Context: an optimization exercise on an open-source flow, tuned for small area. The choices shown serve that exercise and are no tape-out recipe.
Only simulation tests tie the RTL to the original design; equivalence was not proved.
Power is estimated from default activity; no workload was simulated.

==> config.mk <==
export PLATFORM = sky130hd
export DESIGN_NAME = eqPath
export DESIGN_NICKNAME = eqPath
export VERILOG_FILES = /design/flow/design.v
export SDC_FILE = /design/flow/constraint.sdc
export NUM_CORES = 4
export LEC_CHECK = 0
export CAP_MARGIN = 20
export CORE_MARGIN = 2
export CORE_UTILIZATION = 40
export SLEW_MARGIN = 20
==> constraint.sdc <==
create_clock -name core_clock -period 10.0 [get_ports {S_AXI_ACLK}]
set_input_delay 2.0000 -clock core_clock [delete_from_list [all_inputs] [get_ports {S_AXI_ACLK}]]
set_output_delay 2.0000 -clock core_clock [all_outputs]
set_load 0.01 [all_outputs]
==> design.v <==
package eqPathPkg;
    typedef logic [16-1:0]        sample_t;      
    typedef logic signed [16-1:0] gain_t;        
    typedef logic                            channel_t;
    typedef logic [24-1:0]      dacWord_t;
    typedef logic [9-1:0]     hostAddr_t;
    typedef logic [32-1:0]     hostData_t;
    typedef struct packed {
        channel_t channel;
        sample_t  sample;
    } sampleBeat_t;
    typedef struct packed {
        gain_t ch1;
        gain_t ch0;
    } gainPair_t;
    typedef enum logic [1:0] {
        IDLE,
        SHIFT,
        DONE
    } spiState_t;
endpackage
module gainRegs (
    input  logic      S_AXI_ACLK,
    input  logic      S_AXI_ARESETN,
    input  logic      hostWr,
    input  eqPathPkg::hostAddr_t hostAddr,
    input  eqPathPkg::hostData_t hostData,
    input  logic      frameDone,
    output eqPathPkg::gainPair_t activeGains
);
    eqPathPkg::gainPair_t stagedGains;
    logic      gainHit;                  
    assign gainHit = hostWr && (hostAddr[3:0] == 4'hC);
    always_ff @(posedge S_AXI_ACLK) begin
        if (!S_AXI_ARESETN) begin
            stagedGains.ch0 <= 16'h4000;
            stagedGains.ch1 <= 16'h4000;
        end else if (gainHit) begin
            if (hostAddr[4]) begin       
                stagedGains.ch1 <= hostData[16-1:0];
            end else begin
                stagedGains.ch0 <= hostData[16-1:0];
            end
        end
    end
    always_ff @(posedge S_AXI_ACLK) begin
        if (!S_AXI_ARESETN) begin
            activeGains.ch0 <= 16'h4000;
            activeGains.ch1 <= 16'h4000;
        end else if (frameDone) begin
            activeGains <= stagedGains;
        end
    end
endmodule
module adcReader (
    input  logic        S_AXI_ACLK,
    input  logic        S_AXI_ARESETN,
    input  logic        ADC_SDO,
    output logic        ADC_SCK,
    output logic        ADC_SDI,
    output logic        ADC_CONV_CS,
    output logic        sampleValid,
    output eqPathPkg::sampleBeat_t rawBeat
);
    localparam int PERIOD_W = $clog2(300);
    localparam int DIV_W    = $clog2(2 + 1);
    localparam int BIT_W    = $clog2(16);
    localparam int MSB      = 16 - 1;
    localparam logic [PERIOD_W-1:0] PERIOD_LAST = PERIOD_W'(300 - 1);
    localparam logic [DIV_W-1:0]    DIV_LAST    = DIV_W'(2 - 1);
    localparam logic [BIT_W-1:0]    BIT_LAST    = BIT_W'(16 - 1);
    eqPathPkg::spiState_t             state;
    logic [PERIOD_W-1:0]   periodCnt;
    logic [DIV_W-1:0]      divCnt;
    logic [BIT_W-1:0]      bitCnt;
    eqPathPkg::sample_t               nextCmd;
    eqPathPkg::sample_t               cmdShift;
    eqPathPkg::sample_t               dataShift;
    eqPathPkg::channel_t              lastCh;       
    eqPathPkg::channel_t              dataCh;       
    logic                  frameStart;
    logic                  sckEdge;
    logic                  lastRiseSeen;
    always_ff @(posedge S_AXI_ACLK) begin
        if (!S_AXI_ARESETN) begin
            periodCnt <= '0;
        end else if (periodCnt == PERIOD_LAST) begin
            periodCnt <= '0;
        end else begin
            periodCnt <= periodCnt + 1'b1;
        end
    end
    assign frameStart   = (periodCnt == '0) && (state == eqPathPkg::IDLE);
    assign sckEdge      = (state == eqPathPkg::SHIFT) && (divCnt == DIV_LAST);
    assign nextCmd      = lastCh ? 16'h8000 : 16'hC000;   
    assign lastRiseSeen = (state == eqPathPkg::SHIFT) && ADC_SCK && (bitCnt == BIT_LAST) && (divCnt == '0);
    always_ff @(posedge S_AXI_ACLK) begin
        if (!S_AXI_ARESETN) begin
            state       <= eqPathPkg::IDLE;
            ADC_CONV_CS <= 1'b1;
            ADC_SCK     <= 1'b0;
            ADC_SDI     <= 1'b0;
            divCnt      <= '0;
            bitCnt      <= '0;
            lastCh      <= 1'b1;         
            dataCh      <= 1'b1;
        end else begin
            case (state)
                eqPathPkg::IDLE: begin
                    if (frameStart) begin
                        state       <= eqPathPkg::SHIFT;
                        ADC_CONV_CS <= 1'b0;
                        ADC_SDI     <= nextCmd[MSB];
                        divCnt      <= '0;
                        bitCnt      <= '0;
                        lastCh      <= ~lastCh;
                        dataCh      <= lastCh;   
                    end
                end
                eqPathPkg::SHIFT: begin
                    if (divCnt == DIV_LAST) begin
                        divCnt  <= '0;
                        ADC_SCK <= ~ADC_SCK;
                        if (ADC_SCK) begin       
                            if (bitCnt == BIT_LAST) begin
                                state       <= eqPathPkg::DONE;
                                ADC_CONV_CS <= 1'b1;
                                ADC_SDI     <= 1'b0;
                            end else begin
                                bitCnt  <= bitCnt + 1'b1;
                                ADC_SDI <= cmdShift[MSB];
                            end
                        end
                    end else begin
                        divCnt <= divCnt + 1'b1;
                    end
                end
                eqPathPkg::DONE: begin
                    state <= eqPathPkg::IDLE;
                end
                default: begin
                    state <= eqPathPkg::IDLE;
                end
            endcase
        end
    end
    always_ff @(posedge S_AXI_ACLK) begin
        if (frameStart) begin
            cmdShift <= {nextCmd[MSB-1:0], 1'b0};
        end else if (sckEdge && ADC_SCK) begin
            cmdShift <= {cmdShift[MSB-1:0], 1'b0};
        end
        if (sckEdge && !ADC_SCK) begin
            dataShift <= {dataShift[MSB-1:0], ADC_SDO};
        end
    end
    always_ff @(posedge S_AXI_ACLK) begin
        if (!S_AXI_ARESETN) begin
            sampleValid <= 1'b0;
        end else begin
            sampleValid <= lastRiseSeen;
        end
    end
    always_ff @(posedge S_AXI_ACLK) begin
        if (lastRiseSeen) begin
            rawBeat.channel <= dataCh;
            rawBeat.sample  <= dataShift;    
        end
    end
endmodule
module gainStage (
    input  logic        S_AXI_ACLK,
    input  logic        S_AXI_ARESETN,
    input  logic        sampleValid,
    input  eqPathPkg::sampleBeat_t rawBeat,
    input  eqPathPkg::gainPair_t   activeGains,
    output logic        scaledValid,
    output eqPathPkg::sampleBeat_t scaledBeat
);
    localparam int MSB    = 16 - 1;
    localparam int PROD_W = 2 * 16;
    localparam logic signed [PROD_W-1:0] SAT_MAX = PROD_W'((2 ** MSB) - 1);
    localparam logic signed [PROD_W-1:0] SAT_MIN = PROD_W'(-(2 ** MSB));
    logic signed [MSB:0]      signedSample;
    eqPathPkg::gain_t                    chGain;
    logic signed [PROD_W-1:0] product;
    logic signed [PROD_W-1:0] shifted;
    logic                     prodValid;
    eqPathPkg::channel_t                 prodCh;
    eqPathPkg::sample_t                  saturated;
    assign signedSample = {~rawBeat.sample[MSB], rawBeat.sample[MSB-1:0]};   
    assign chGain       = rawBeat.channel ? activeGains.ch1 : activeGains.ch0;
    always_ff @(posedge S_AXI_ACLK) begin
        if (!S_AXI_ARESETN) begin
            prodValid <= 1'b0;
        end else begin
            prodValid <= sampleValid;
        end
    end
    always_ff @(posedge S_AXI_ACLK) begin
        if (sampleValid) begin
            product <= signedSample * chGain;    
            prodCh  <= rawBeat.channel;
        end
    end
    assign shifted = product >>> 14;
    always_comb begin
        if (shifted > SAT_MAX) begin
            saturated = SAT_MAX[MSB:0];
        end else if (shifted < SAT_MIN) begin
            saturated = SAT_MIN[MSB:0];
        end else begin
            saturated = shifted[MSB:0];
        end
    end
    always_ff @(posedge S_AXI_ACLK) begin
        if (!S_AXI_ARESETN) begin
            scaledValid <= 1'b0;
        end else begin
            scaledValid <= prodValid;
        end
    end
    always_ff @(posedge S_AXI_ACLK) begin
        if (prodValid) begin
            scaledBeat.channel <= prodCh;
            scaledBeat.sample  <= saturated;
        end
    end
endmodule
module dacWriter (
    input  logic        S_AXI_ACLK,
    input  logic        S_AXI_ARESETN,
    input  logic        scaledValid,
    input  eqPathPkg::sampleBeat_t scaledBeat,
    output logic        DAC_SCK,
    output logic        DAC_SDI,
    output logic        DAC_CONV_CS,
    output logic        frameDone
);
    localparam int DIV_W    = $clog2(2 + 1);
    localparam int BIT_W    = $clog2(24);
    localparam int MSB      = 16 - 1;
    localparam int WORD_MSB = 24 - 1;
    localparam logic [DIV_W-1:0] DIV_LAST = DIV_W'(2 - 1);
    localparam logic [BIT_W-1:0] BIT_LAST = BIT_W'(24 - 1);
    eqPathPkg::spiState_t        state;
    logic [DIV_W-1:0] divCnt;
    logic [BIT_W-1:0] bitCnt;
    eqPathPkg::dacWord_t         word;
    eqPathPkg::dacWord_t         wordShift;
    logic             frameStart;
    logic             sckEdge;
    assign word = {4'd3, 3'b000, scaledBeat.channel,
                   ~scaledBeat.sample[MSB], scaledBeat.sample[MSB-1:0]};
    assign frameStart = scaledValid && (state == eqPathPkg::IDLE);     
    assign sckEdge    = (state == eqPathPkg::SHIFT) && (divCnt == DIV_LAST);
    always_ff @(posedge S_AXI_ACLK) begin
        if (!S_AXI_ARESETN) begin
            state       <= eqPathPkg::IDLE;
            DAC_CONV_CS <= 1'b1;
            DAC_SCK     <= 1'b0;
            DAC_SDI     <= 1'b0;
            divCnt      <= '0;
            bitCnt      <= '0;
            frameDone   <= 1'b0;
        end else begin
            frameDone <= 1'b0;
            case (state)
                eqPathPkg::IDLE: begin
                    if (frameStart) begin
                        state       <= eqPathPkg::SHIFT;
                        DAC_CONV_CS <= 1'b0;
                        DAC_SDI     <= word[WORD_MSB];
                        divCnt      <= '0;
                        bitCnt      <= '0;
                    end
                end
                eqPathPkg::SHIFT: begin
                    if (divCnt == DIV_LAST) begin
                        divCnt  <= '0;
                        DAC_SCK <= ~DAC_SCK;
                        if (DAC_SCK) begin       
                            if (bitCnt == BIT_LAST) begin
                                state       <= eqPathPkg::DONE;
                                DAC_CONV_CS <= 1'b1;
                                DAC_SDI     <= 1'b0;
                            end else begin
                                bitCnt  <= bitCnt + 1'b1;
                                DAC_SDI <= wordShift[WORD_MSB];
                            end
                        end
                    end else begin
                        divCnt <= divCnt + 1'b1;
                    end
                end
                eqPathPkg::DONE: begin
                    frameDone <= 1'b1;   
                    state     <= eqPathPkg::IDLE;
                end
                default: begin
                    state <= eqPathPkg::IDLE;
                end
            endcase
        end
    end
    always_ff @(posedge S_AXI_ACLK) begin
        if (frameStart) begin
            wordShift <= {word[WORD_MSB-1:0], 1'b0};
        end else if (sckEdge && DAC_SCK) begin
            wordShift <= {wordShift[WORD_MSB-1:0], 1'b0};
        end
    end
endmodule
module eqPath (
    input  logic      S_AXI_ACLK,
    input  logic      S_AXI_ARESETN,
    input  logic      hostWr,
    input  eqPathPkg::hostAddr_t hostAddr,
    input  eqPathPkg::hostData_t hostData,
    input  logic      ADC_SDO,
    output logic      ADC_SCK,
    output logic      ADC_SDI,
    output logic      ADC_CONV_CS,
    output logic      DAC_SCK,
    output logic      DAC_SDI,
    output logic      DAC_CONV_CS
);
    logic        sampleValid;
    eqPathPkg::sampleBeat_t rawBeat;            
    logic        scaledValid;
    eqPathPkg::sampleBeat_t scaledBeat;         
    logic        frameDone;
    eqPathPkg::gainPair_t   activeGains;
    gainRegs i_gainRegs (
        .S_AXI_ACLK    (S_AXI_ACLK),
        .S_AXI_ARESETN (S_AXI_ARESETN),
        .hostWr        (hostWr),
        .hostAddr      (hostAddr),
        .hostData      (hostData),
        .frameDone     (frameDone),
        .activeGains   (activeGains)
    );
    adcReader i_adcReader (
        .S_AXI_ACLK    (S_AXI_ACLK),
        .S_AXI_ARESETN (S_AXI_ARESETN),
        .ADC_SDO       (ADC_SDO),
        .ADC_SCK       (ADC_SCK),
        .ADC_SDI       (ADC_SDI),
        .ADC_CONV_CS   (ADC_CONV_CS),
        .sampleValid   (sampleValid),
        .rawBeat       (rawBeat)
    );
    gainStage i_gainStage (
        .S_AXI_ACLK    (S_AXI_ACLK),
        .S_AXI_ARESETN (S_AXI_ARESETN),
        .sampleValid   (sampleValid),
        .rawBeat       (rawBeat),
        .activeGains   (activeGains),
        .scaledValid   (scaledValid),
        .scaledBeat    (scaledBeat)
    );
    dacWriter i_dacWriter (
        .S_AXI_ACLK    (S_AXI_ACLK),
        .S_AXI_ARESETN (S_AXI_ARESETN),
        .scaledValid   (scaledValid),
        .scaledBeat    (scaledBeat),
        .DAC_SCK       (DAC_SCK),
        .DAC_SDI       (DAC_SDI),
        .DAC_CONV_CS   (DAC_CONV_CS),
        .frameDone     (frameDone)
    );
endmodule
==> run.sh <==
#!/bin/bash
# synth_recipe.tcl (not shown) runs the flow's synth.tcl, then flattens the netlist and writes it again
# the make line also repeats each setting of config.mk as NAME=value (left out here)
make -C /OpenROAD-flow-scripts/flow DESIGN_CONFIG=/design/flow/config.mk WORK_HOME=/design/flow/orfs CLKGATE_MAP_FILE= SYNTH_SCRIPT=/design/flow/synth_recipe.tcl finish
==> results of run 1 <==
[kinds of logic (layout without fill, tap and decap cells)]
family / Yosys count / in the layout / share of synthesized area, %
xor gates and xnor gates: 43 / 43 / 2.21
DFF: 195 / 195 / 28.0
AOI/OAI and AO/OA: 119 / 119 / 4.11
other: 0 / 1 / 0
muxes: 74 / 74 / 4.49
and+or+nand+nor: 591 / 591 / 16.2
buffers and inverters: 369 / 375 / 8.18
adders and majority gates: 344 / 344 / 36.8
[area by class of cell]
type                    count  area share (%)
well taps                 539            3.66
repair buffers             43            2.16
multi-input cells        1171            59.1
inverters                 300            6.11
diodes                      1          0.0136
flip-flops and latches    195            25.9
clock buffers              18            2.33
clock inverters            14           0.760
[cells in the mapped netlist (3+ instances only)]
library cell  instances  share of area (%)
inv_1               300                6.6
fa_1                261                 31
nand2_1             218                4.8
nor2_1              151                3.3
dfxtp_1             108                 13
nor2b_1              88                3.2
edfxtp_1             87                 15
ha_1                 83                6.1
a21oi_1              66                1.9
mux2i_1              64                3.8
clkbuf_1             59                1.3
and2_1               44                1.6
xnor2_1              25                1.3
nand3_1              21               0.62
o21ai_0              21               0.62
nand2b_1             20               0.73
xor2_1               18               0.93
or2_2                13               0.48
nand4_1              10               0.37
mux2_2                9               0.59
buf_1                 8               0.18
nor3_1                8               0.24
and3_1                7               0.26
a21o_1                4               0.18
a31oi_1               3               0.11
nor4_1                3               0.11
[worst paths after layout]
kind | from | cells past startpoint | to | slack, ns
worst min register to register | i_adcReader.dataShift[15] | 0 | i_adcReader.rawBeat[15] | 0.42
worst max register to register | i_adcReader.rawBeat[16] | 20 | i_gainStage.product[31] | 3.09
worst max-delay path | i_adcReader.rawBeat[16] | 20 | i_gainStage.product[31] | 3.09
worst min-delay path | i_adcReader.dataShift[15] | 0 | i_adcReader.rawBeat[15] | 0.42
[cell usage in the layout (no fill, tap or decap), types with 20 or more instances in the layout]
| master | count |
|---|---|
| nor2_1 | 151 |
| dfxtp_1 | 107 |
| xnor2_1 | 25 |
| o21ai_0 | 21 |
| nand2_1 | 218 |
| fa_1 | 261 |
| inv_1 | 299 |
| nor2b_1 | 88 |
| and2_1 | 44 |
| mux2i_1 | 63 |
| nand3_1 | 21 |
| a21oi_1 | 66 |
| edfxtp_1 | 87 |
| clkdlybuf4s50_1 | 30 |
| ha_1 | 83 |
| nand2b_1 | 20 |
[metal layers]
metal	GRT usage [%]	vias up	part of all wire, %
li1	-	5341	-
met1	22.1	5736	46
met2	30.6	106	50
met3	1.79	29	2.0
met4	3.96	0	1.4
met5	0	-	0
[worst max-delay path, cell delays in order (launching register included)]
cell	delay (ns)
edfxtp_1	0.33
buf_4	0.33
mux2_2	0.54
nand2b_1	0.19
inv_1	0.11
fa_1	0.65
fa_1	0.93
fa_1	0.55
fa_1	0.51
fa_1	0.49
inv_1	0.05
fa_1	0.48
inv_1	0.05
ha_1	0.36
a21oi_1	0.18
o21ai_0	0.14
o2bb2ai_1	0.15
a21oi_1	0.18
o21ai_2	0.11
a31oi_1	0.21
xnor2_1	0.10
[state kept, by name (all words and copies together) (netlist names), 2 cells and up]
name	cells
i_dacWriter.divCnt	2
i_gainStage.scaledBeat	17
i_adcReader.bitCnt	4
i_dacWriter.bitCnt	5
i_gainRegs.activeGains	32
i_adcReader.dataShift	16
i_dacWriter.state	2
i_gainRegs.stagedGains	32
i_adcReader.periodCnt	9
i_gainStage.product	18
i_dacWriter.wordShift	23
i_adcReader.rawBeat	17
i_adcReader.state	2
i_adcReader.divCnt	2
[metrics by stage]
stage	utilization (%)	hold slack (ns)	area, sq um	power, mW	setup WS (ns)
floorplan	-	0.400	17000	0.882	3.54
global placement	42.5	0.401	17900	0.904	3.15
detailed placement	42.5	0.405	17900	0.905	3.05
CTS	43.8	0.422	18400	1.57	3.03
global route	43.8	0.442	18400	1.61	2.71
finish	43.8	0.422	18400	1.55	3.09
[where the power goes]
part / switching, mW / total [mW] / internal (mW)
sequential: 0.00516 / 0.840 / 0.835
combinational: 0.0262 / 0.0462 / 0.0201
clock: 0.331 / 0.661 / 0.330
==> results.txt, run 1 <==
Max VDD drop 0.101 mV; class of the worst hold path register to register; routability cong. 0.828; RSZ-0062 raised after global routing no; YS warnings 4; DRT iter0 DRCs 611; post-CTS sizing 0; Initial Util 40.5%; largest net degree at the start of global routing 69; Placement Rows 75; clk sink count 195; HPWL Detailed 26500 um; Die H 210 um; Syn Nets 2124; clock-pin slew on the worst setup and hold paths 0.08 ns; NumNets Final 2117; cells after synthesis 1735; Synth Register Bits 195; number of I/O pins 51; Fmax 145 MHz; DRT Wirelength 34800 um; pwr dens 84.0 mW/mm^2; GRT Resource Usage Total 17.0%; CP max FO 18; Worst-Margin Slew 1.06 ns; Storage cell area 0.00478 sq mm; P&R area growth vs syn 8.17%; final period utilization 69.1%; outcome finished clean; count of flip-flops with a built-in enable after synthesis 87; sequential-to-total area share from yosys stat 28.0%; Clock Path Buffers 2; Main synth FF type dfxtp_1; Hold Buf Count CTS 0; Synth cell types 55; clock latency (worst-skew pair) 0.44 ns; Worst EP required 10.19 ns; # port buffers 30; vias in the first global route 12.1k; # DRC 0; fill count 4093; initial antenna violation count 0; WS Path Type register to register; leakage power 8.30 nW; fin crit period 6.91 ns; Netlist Area Pre-Place 0.0170 sq mm; CP Data Arrival Time 7.10 ns; final setup vio count 0; Rel. slew slack 29.4%; average wire per standard cell 15.2 um; Die W 210 um; core area 0.0420 sq mm; TritonCTS clock tree yes; die area 0.0443 sq mm; clk root buf clkbuf_16; first-pass GRT wire length 60200 um; max cap viols 0; multi-input combinational cell area 0.0109 sq mm; critical path launch point type register; vias per inst 4.92; Async SR Flop Fraction 0%; Cells after DPL 2248; endpoint type of the worst setup path register; GRT overflow 0; ANT nets after route 0; setup_tns 0 ns; Setup Skew 0.0113 ns; CTS Buf Count 17; Slew Viols, Final 0; via count 11.2k; fraction of layout cells with a size suffix above 1 4.54%; CTS H-tree lvls 4; post-route insts no fill 2281; Initial DRT Pass Iterations 4; Synth Area per Inst 9.82 sq um; final hold vios 0; Post-CTS Setup Inserts 0
==> run 2, diff against run 1 <==
==> design.v (replaced) <==
package eqPathPkg;
    typedef logic [16-1:0]        sample_t;      
    typedef logic signed [16-1:0] gain_t;        
    typedef logic                            channel_t;
    typedef logic [24-1:0]      dacWord_t;
    typedef logic [9-1:0]     hostAddr_t;
    typedef logic [32-1:0]     hostData_t;
    typedef struct packed {
        channel_t channel;
        sample_t  sample;
    } sampleBeat_t;
    typedef struct packed {
        gain_t ch1;
        gain_t ch0;
    } gainPair_t;
    typedef enum logic [1:0] {
        IDLE,
        SHIFT,
        DONE
    } spiState_t;
endpackage
module eqPath (
    input  logic      S_AXI_ACLK,
    input  logic      S_AXI_ARESETN,
    input  logic      hostWr,
    input  eqPathPkg::hostAddr_t hostAddr,
    input  eqPathPkg::hostData_t hostData,
    input  logic      ADC_SDO,
    output logic      ADC_SCK,
    output logic      ADC_SDI,
    output logic      ADC_CONV_CS,
    output logic      DAC_SCK,
    output logic      DAC_SDI,
    output logic      DAC_CONV_CS
);
    localparam logic [8:0] CNT_RST = 9'd29;
    logic [8:0]  cnt;
    logic        lastCh;         
    logic [15:0] staged0, staged1;
    logic [15:0] gainRot;        
    logic [15:0] sample;         
    logic [17:0] acc;            
    logic adcWin, dacWin, dataWin, mulWin, mulLast, accEn, sampleEn, gainLoad;
    assign adcWin   = (cnt >= 9'd30)  && (cnt <= 9'd93);
    assign dacWin   = (cnt >= 9'd96)  && (cnt <= 9'd191);
    assign dataWin  = (cnt >= 9'd128) && (cnt <= 9'd191);
    assign mulWin   = (cnt >= 9'd93)  && (cnt <= 9'd108);
    assign mulLast  = (cnt == 9'd108);
    assign accEn    = !((cnt >= 9'd109) && (cnt <= 9'd191));
    assign sampleEn = adcWin && (cnt[1:0] == 2'd3);
    assign gainLoad = (cnt == 9'd193);
    always_ff @(posedge S_AXI_ACLK) begin
        if (!S_AXI_ARESETN) begin
            cnt    <= CNT_RST;
            lastCh <= 1'b1;
        end else begin
            cnt <= (cnt == 9'd299) ? 9'd0 : cnt + 9'd1;
            if (cnt == CNT_RST) lastCh <= ~lastCh;
        end
    end
    logic        hit;
    logic [15:0] hostGain;
    assign hit      = hostWr && (hostAddr[3:0] == 4'hC);
    assign hostGain = S_AXI_ARESETN ? hostData[15:0] : 16'h4000;
    always_ff @(posedge S_AXI_ACLK) begin
        if (!S_AXI_ARESETN || (hit && !hostAddr[4])) staged0 <= hostGain;
        if (!S_AXI_ARESETN || (hit &&  hostAddr[4])) staged1 <= hostGain;
    end
    logic [15:0] nextGain;
    assign nextGain = lastCh ? staged1 : staged0;
    always_ff @(posedge S_AXI_ACLK) begin
        if (!S_AXI_ARESETN)  gainRot <= 16'h4000;
        else if (gainLoad)   gainRot <= {nextGain[8:0], nextGain[15:9]};
        else                 gainRot <= {gainRot[0], gainRot[15:1]};
    end
    always_ff @(posedge S_AXI_ACLK) begin
        if (sampleEn) sample <= {sample[14:0], ADC_SDO};
    end
    logic        mulBit, sub;
    logic [16:0] addend, sum;
    assign mulBit = mulWin && gainRot[0];
    assign sub    = mulBit && mulLast;      
    assign addend = ({17{mulBit}} & {~sample[15], ~sample[15], sample[14:0]}) ^ {17{sub}};
    assign sum    = {acc[17], acc[17:2]} + addend + {16'd0, sub};
    always_ff @(posedge S_AXI_ACLK) begin
        if (accEn) acc <= {sum[16] & mulWin, sum[15:0], acc[1]};
    end
    logic       sat;
    logic [3:0] bitIdx;
    logic       dataBit;
    assign sat     = !((acc[17] == acc[16]) && (acc[16] == acc[15]));
    assign bitIdx  = cnt[5:2];
    assign dataBit = sat ? ~acc[17] : (acc[15 - bitIdx] ^ (bitIdx == 4'd0));
    assign ADC_CONV_CS = !adcWin;
    assign ADC_SCK     = adcWin && !cnt[1];
    assign ADC_SDI     = ((cnt >= 9'd30) && (cnt <= 9'd33)) || ((cnt >= 9'd34) && (cnt <= 9'd37) && lastCh);
    assign DAC_CONV_CS = !dacWin;
    assign DAC_SCK     = dacWin && cnt[1];
    assign DAC_SDI     = dataWin ? dataBit
                       : (dacWin && ((cnt[4:3] == 2'b01) || ((cnt[4:2] == 3'b111) && !lastCh)));
endmodule
==> results.txt, run 2 <==
outcome finished clean; CP max FO 17 (-1); Reg power frac 49.7% (-4.6 points); clock power share 38.3% (-4.4 points); final setup vio count 0 (unchanged); initial antenna violation count 0 (unchanged); Combinational Power Share 12.0% (+9.0 points); YS warnings 1 (-3); GRT Resource Usage Total 15.0% (-2.0 points); pwr dens 168 mW/mm^2 (+100%); TritonCTS clock tree yes; Async SR Flop Fraction 0% (unchanged); CTS H-tree lvls 3 (-1); Syn Nets 482 (-77%); Die W 113 um (-46%); sequential-to-total area share from yosys stat 52.6% (+25 points); # diodes 0 (-1); vias per inst 5.38 (+9.5%); die area 0.0128 sq mm (-71%); Internal 0.691 mW (-42%); count of flip-flops with a built-in enable after synthesis 66 (-24%); P&R area growth vs syn 15.1%; fraction of layout cells with a size suffix above 1 7.62% (+3.1 points); fin crit period 5.11 ns (-1.81 ns); Max VDD drop 0.108 mV (+6.9%); via count 3169 (-72%); final hold vios 0 (unchanged); share of the synthesized area in the top cell type 41.6% (+11 points); ANT nets after route 0 (unchanged); final period utilization 51.1% (-18 points); RSZ-0062 raised after global routing no; clk root buf clkbuf_16; commonest non-fill, non-tap cells in the layout 66 x edfxtp_1, 43 x nor2_1, 38 x nand2_1, 30 x clkdlybuf4s50_1, 26 x dfxtp_1; most common cell after layout, fill and taps aside edfxtp_1; vias in the first global route 3100 (-74%); clk sink count 92 (-53%); WS Path Type register to output port; Main synth FF type edfxtp_1; Synth Register Bits 92 (-53%); CP Data Arrival Time 3.11 ns (-3.99 ns); NumNets Final 505 (-76%); Synth Area per Inst 11.4 sq um (+16%); Synth top cells by count 66 x edfxtp_1, 43 x nor2_1, 38 x nand2_1; setup_tns 0 ns (unchanged); critical path launch point type register; Setup Skew 0.00793 ns (-0.00335 ns); Worst-Margin Slew 1.04 ns (-0.0168 ns); ranking of synthesized cells by area edfxtp_1 42%, dfxtp_1 11%, ha_1 4.7%; Worst EP required 8.00 ns (-2.19 ns); average wire per standard cell 15.3 um (+0.25%); Most flops, register acc; Slew Viols, Final 0 (unchanged); Die H 113 um (-46%); cells after synthesis 418 (-76%); HPWL Detailed 5920 um (-78%); CTS Buf Count 9 (-8); Post-CTS Setup Inserts 0 (unchanged); max cap viols 0 (unchanged); Initial Util 41.3% (+0.81 points); Clock Path Buffers 2 (unchanged); Synth cell types 56 (+1.8%); Rel. slew slack 30.6% (+1.1 points); number of I/O pins 51 (unchanged); endpoint type of the worst setup path output port; Net Sw Frac 25.0% (+1.6 points); first-pass GRT wire length 15000 um (-75%); # port buffers 30 (unchanged); fill count 1073 (-74%); routability cong. 0.806 (-2.7%); Fmax 196 MHz (+35%); clock latency (worst-skew pair) 0.35 ns (-0.09 ns); Initial DRT Pass Iterations 16 (+12); GRT overflow 0 (unchanged); clock-pin slew on the worst setup and hold paths 0.07 ns (about the same); Netlist Area Pre-Place 0.00476 sq mm (-72%); FF-to-FF setup slack 5.86 ns (+2.77 ns); largest net degree at the start of global routing 41 (-41%); Placement Rows 39 (-48%); # DRC 0 (unchanged); max FFs per register 18; core area 0.0115 sq mm (-73%); post-CTS sizing 0 (unchanged); DRT Wirelength 9000 um (-74%); Psw 0.230 mW (-37%); DRT iter0 DRCs 154 (-75%); leakage power 2.32 nW (-72%); Yosys top cell by area edfxtp_1; class of the worst hold path register to register; power consumption 0.921 mW (-40%); Hold Buf Count CTS 0 (unchanged); top-count cell post-synth edfxtp_1
==> run 2: changes by cell type in the layout (fill, tap and decap cells not counted), moves of 81 or more <==
cell and delta:
nor2b_1 -85, nor2_1 -108, fa_1 -260, inv_1 -284, nand2_1 -180, dfxtp_1 -81
==> run 2: final cells by class <==
class                           count  area [sq um]  share of cell area (%)
Tap cell                          143           179                    3.27
Sequential cell                    92          2500                    45.7
Multi-Input combinational cell    290          2110                    38.6
Inverter                           15          56.3                    1.03
Timing Repair Buffer               33           323                    5.89
Clock inverter                      6          76.3                    1.39
Clock buffer                       10           229                    4.18
==> run 2: routing by layer <==
layer	wire length, um	share of wire [%]	up-vias	track usage (%)
met5	0	0	-	0
met2	4290	48	58	24.2
met1	4200	47	1533	19.0
li1	-	-	1565	-
met3	327	3.6	13	3.75
met4	178	2.0	0	6.83
==> run 2: logic make-up after synthesis <==
logic type / share of synthesized area, %
AOI/OAI and AO/OA: 12.8
xor gates and xnor gates: 6.07
adders and majority gates: 5.15
buffers and inverters: 3.21
DFF: 52.6
muxes: 5.73
and+or+nand+nor: 14.5
==> run 2: final timing paths <==
kind / endpoint / cells after the start / from
setup reg to reg: acc[15] / 15 / cnt[2]
setup / recovery: DAC_SDI / 8 / cnt[2]
hold / removal: acc[0] / 0 / acc[1]
hold reg to reg: acc[0] / 0 / acc[1]
==> run 2: power groups by stage <==
| stage | combinational [mW] | clock (mW) | sequential (mW) |
|---|---|---|---|
| 6_report | 0.111 | 0.352 | 0.458 |
| 5_1_grt | 0.124 | 0.379 | 0.462 |
| 4_1_cts | 0.112 | 0.362 | 0.458 |
| 3_5_place_dp | 0.112 | 0 | 0.467 |
| 3_3_place_gp | 0.110 | 0 | 0.465 |
| 2_1_floorplan | 0.0865 | 0 | 0.454 |
==> run 2: critical path, cell delays in order (launching register included) <==
cell and delay (ns):
dfxtp_1 0.78, nand2_1 0.15, nor2_1 0.35, nand3_1 0.22
or3_1 0.38, a21boi_1 0.17, nor2_1 0.08, a21boi_1 0.15
clkdlybuf4s50_1 0.48
==> run 2: through the flow <==
step / cell area (sq um) / hold WS (ns) / setup WS [ns] / instances / util (%)
3_5_place_dp: 5170 / 0.446 / 5.29 / 573 / 44.9
5_1_grt: 5480 / 0.482 / 4.64 / 589 / 47.6
2_1_floorplan: 4760 / 0.421 / 6.19 / 418 / -
4_1_cts: 5480 / 0.471 / 4.90 / 589 / 47.6
6_report: 5480 / 0.464 / 4.89 / 589 / 47.6
3_3_place_gp: 5170 / 0.433 / 5.29 / 573 / 44.9

static timing again, ports no longer ideal:
How much do the figures lean on ideal ports? The routed layouts below were timed once more, with nothing changed but the port constraints. Step 1 sets driving cells, clkbuf_16 on the clock port and buf_2 on the other inputs (assumed; they add their load-dependent delay and slew). Step 2 also shifts input and output timing later by t, the mid clock arrival at the registers, as if the neighbouring blocks saw the same clock. Slacks: ideal / step 1 / step 2; pairs: ideal / step 1.
run | t, ns | slack for setup (ns) | latest minus earliest clock arrival (ns)
run 1 | 0.484 | 3.085 / 3.085 / 3.085 | 0.011 / 0.012
run 2 | 0.382 | 4.895 / 4.859 / 5.240 | 0.009 / 0.009
After both steps setup and hold are still met in every run listed.
